What follows belongs to an exercise in optimizing a design on an open flow for a short achievable clock period and few clock cycles per item; a production flow would make more cautious choices. In this exercise RTL edits were held to simulation tests only and were not proved equivalent to the original. No activity file was given, so power comes from the tool's default toggle rates.

## query_latency_size_stats_top
module query_latency_size_stats_top #(
  parameter int STAT_WIDTH = 32
) (
  input  logic        clk,
  input  logic        rst_n,
  input  logic        in_valid,
  output logic        in_ready,
  input  logic [2:0]  in_action,
  input  logic [31:0] in_byte_count,
  output logic        out_valid,
  input  logic        out_ready,
  output logic        out_enabled,
  output logic [31:0] out_query_total,
  output logic [31:0] out_error_total,
  output logic [31:0] out_bytes_least,
  output logic [31:0] out_bytes_mean,
  output logic [31:0] out_bytes_most,
  output logic [31:0] out_millis_least,
  output logic [31:0] out_millis_mean,
  output logic [31:0] out_millis_most
);
  localparam int EQW = $clog2(qls_pkg::EQ_DEPTH);
  localparam int FQW = $clog2(qls_pkg::FQ_DEPTH);
  localparam int RQW = $clog2(qls_pkg::RQ_DEPTH);
  logic         in_ready_r;
  logic         tag_push, tag_valid, tag_pop;
  logic [3:0]   tag_in, tag_out;
  logic         fold_push, req_valid, req_pop;
  logic [64:0]  req_in, req_out;
  logic         res_push, res_valid, res_pop;
  logic [191:0] res_in, res_out;
  logic [EQW:0] eq_cnt;
  logic [FQW:0] fq_cnt;
  logic [RQW:0] rq_cnt;
  logic [191:0] stats;
  logic [1:0]   m_busy;
  logic         res_space;
  assign res_space = ({1'b0, rq_cnt} + (RQW+2)'(m_busy)) < (RQW+2)'(qls_pkg::RQ_DEPTH);
  always_ff @(posedge clk) begin
    if (!rst_n) in_ready_r <= 1'b1;
    else        in_ready_r <= (eq_cnt <= (EQW+1)'(qls_pkg::EQ_DEPTH - 4)) &&
                              (fq_cnt <= (FQW+1)'(qls_pkg::FQ_DEPTH - 4));
  end
  assign in_ready = in_ready_r;
  qls_front u_front (
    .clk           (clk),
    .rst_n         (rst_n),
    .in_valid      (in_valid),
    .in_ready      (in_ready_r),
    .in_action     (in_action),
    .in_byte_count (in_byte_count),
    .tag_push      (tag_push),
    .tag           (tag_in),
    .fold_push     (fold_push),
    .fold_req      (req_in)
  );
  qls_queue #(.W(4), .D(qls_pkg::EQ_DEPTH)) u_eq (
    .clk      (clk),
    .rst_n    (rst_n),
    .push     (tag_push),
    .wdata    (tag_in),
    .pop      (tag_pop),
    .head       (tag_out),
    .head_valid (tag_valid),
    .count    (eq_cnt)
  );
  qls_queue #(.W(65), .D(qls_pkg::FQ_DEPTH), .WALL(1'b1)) u_fq (
    .clk      (clk),
    .rst_n    (rst_n),
    .push     (fold_push),
    .wdata    (req_in),
    .pop      (req_pop),
  ...
Size in the first run: about 13000 cells after synthesis, roughly 300 I/O pins, ~190000 um^2 of cells after synthesis.
==> module qls_back, before the edit <==
module qls_back (
  input  logic         clk,
  input  logic         rst_n,
  input  logic         tag_valid,
  input  logic [3:0]   tag,
  output logic         tag_pop,
  input  logic         res_valid,
  input  logic [191:0] res,
  output logic         res_pop,
  output logic         out_valid,
  input  logic         out_ready,
  output logic         out_enabled,
  output logic [31:0]  out_query_total,
  output logic [31:0]  out_error_total,
  output logic [191:0] out_stats
);
  logic         ov_r;
  logic         en_r;
  logic [31:0]  qt_r;
  logic [31:0]  et_r;
  logic [191:0] st_r;
  logic         can;
  assign can     = tag_valid && (!tag[qls_pkg::TAG_FOLD] || res_valid);
  assign tag_pop = can && (!ov_r || out_ready);
  assign res_pop = tag_pop && tag[qls_pkg::TAG_FOLD];
  always_ff @(posedge clk) begin
    if (!rst_n) begin
      ov_r <= 1'b0;
      en_r <= 1'b0;
      qt_r <= '0;
      et_r <= '0;
      st_r <= '0;
    end else if (tag_pop) begin
      ov_r <= 1'b1;
      en_r <= tag[qls_pkg::TAG_EN];
      if (tag[qls_pkg::TAG_CLR]) begin
        qt_r <= '0;
        et_r <= '0;
        st_r <= '0;
      end else begin
        if (tag[qls_pkg::TAG_FAIL]) et_r <= et_r + 32'd1;
        if (tag[qls_pkg::TAG_FOLD]) begin
          qt_r <= qt_r + 32'd1;
          st_r <= res;
        end
      end
    end else if (out_ready) begin
      ov_r <= 1'b0;
    end
  end
  assign out_valid       = ov_r;
  assign out_enabled     = en_r;
  assign out_query_total = qt_r;
  assign out_error_total = et_r;
  assign out_stats       = st_r;
endmodule
==> flow/config.mk <==
export PLATFORM = sky130hd
export DESIGN_NAME = query_latency_size_stats_top
export DESIGN_NICKNAME = query_latency_size_stats_top
export VERILOG_FILES = /design/flow/design.v
export SDC_FILE = /design/flow/constraint.sdc
export NUM_CORES = 4
export LEC_CHECK = 0
export ABC_CLOCK_PERIOD_IN_PS = 3000
export CAP_MARGIN = 20
export CORE_MARGIN = 2
export CORE_UTILIZATION = 45
export SLEW_MARGIN = 20
==> flow/constraint.sdc <==
create_clock -name core_clock -period 10.0 [get_ports {clk}]
set_input_delay 2.0000 -clock core_clock [delete_from_list [all_inputs] [get_ports {clk}]]
set_output_delay 2.0000 -clock core_clock [all_outputs]
set_load 0.01 [all_outputs]
standard.sh (not shown) runs the stock make flow with config.mk's settings and CLKGATE_MAP_FILE= SYNTH_SCRIPT=/design/flow/synth_recipe.tcl, a recipe that flattens the netlist after the stock synthesis.
==> flow/flow/run.sh <==
#!/bin/bash
set -uo pipefail
bash standard.sh SETUP_SLACK_MARGIN=6.5 finish > make_finish.log 2>&1
status=$?
tail -20 make_finish.log
exit $status
Testbench counts at the start, summed over its fixed seeds: cycles 31,315, items 30,830.
Next try:
--- a/flow/design.v
+++ b/flow/design.v
@@ -469,10 +469,12 @@
 );
   logic         ov_r;
   logic         en_r;
   logic [31:0]  qt_r;
   logic [31:0]  et_r;
+  logic [31:0]  qt1_r;    
+  logic [31:0]  et1_r;    
   logic [191:0] st_r;
   logic         can;
   assign can     = tag_valid && (!tag[qls_pkg::TAG_FOLD] || res_valid);
   assign tag_pop = can && (!ov_r || out_ready);
   assign res_pop = tag_pop && tag[qls_pkg::TAG_FOLD];
@@ -489,20 +491,29 @@
       if (tag[qls_pkg::TAG_CLR]) begin
         qt_r <= '0;
         et_r <= '0;
         st_r <= '0;
       end else begin
-        if (tag[qls_pkg::TAG_FAIL]) et_r <= et_r + 32'd1;
+        if (tag[qls_pkg::TAG_FAIL]) et_r <= et1_r;
         if (tag[qls_pkg::TAG_FOLD]) begin
-          qt_r <= qt_r + 32'd1;
+          qt_r <= qt1_r;
           st_r <= res;
         end
       end
     end else if (out_ready) begin
       ov_r <= 1'b0;
     end
   end
+  always_ff @(posedge clk) begin
+    if (!rst_n || (tag_pop && tag[qls_pkg::TAG_CLR])) begin
+      qt1_r <= 32'd1;
+      et1_r <= 32'd1;
+    end else begin
+      qt1_r <= qt_r + 32'd1;
+      et1_r <= et_r + 32'd1;
+    end
+  end
   assign out_valid       = ov_r;
   assign out_enabled     = en_r;
   assign out_query_total = qt_r;
   assign out_error_total = et_r;
   assign out_stats       = st_r;
Combinational power is higher by about 2%.
Wire length is higher by 5.0%.
Cell area is higher by 0.97%.
Register-to-register slack loses 0.11 ns.
Via count hardly moves.
Fmax is lower by 2.7%.
Clock skew is lower by 0.011 ns.
Synthesized area stays flat.
Global-route usage is higher by 1.0 points.
Testbench counts after the change, summed over its fixed seeds: cycles 31,315, items 30,830.

==> port drivers added, routing unchanged <==
How much do the figures lean on ideal ports? The routed layouts below were timed once more, with nothing changed but the port constraints. Step 1 sets driving cells, clkbuf_16 on the clock port and buf_2 on the other inputs (assumed; they add their load-dependent delay and slew). Step 2 moves the port delays by t, midway between the first and last clock arrival at a register: inputs arrive t later, outputs are due t later. That takes back most of the time a late clock gives input paths. Three values: no drivers, after step 1, after step 2; two values: the first two.
| run | shift t [ns] | setup slack, ns | worst hold slack (ns) | worst setup path after step 2 |
|---|---|---|---|---|
| the first run | 1.070 | 5.939 / 5.939 / 5.453 | 0.413 / 0.413 / 0.413 | input to register |
| the second run | 1.079 | 5.826 / 5.826 / 5.549 | 0.413 / 0.413 / 0.413 | input to register |
After both steps every run listed still meets setup and hold. For the first run, which loses most, drivers alone change the setup slack by 0.000 ns; drivers and shift together by -0.486 ns.
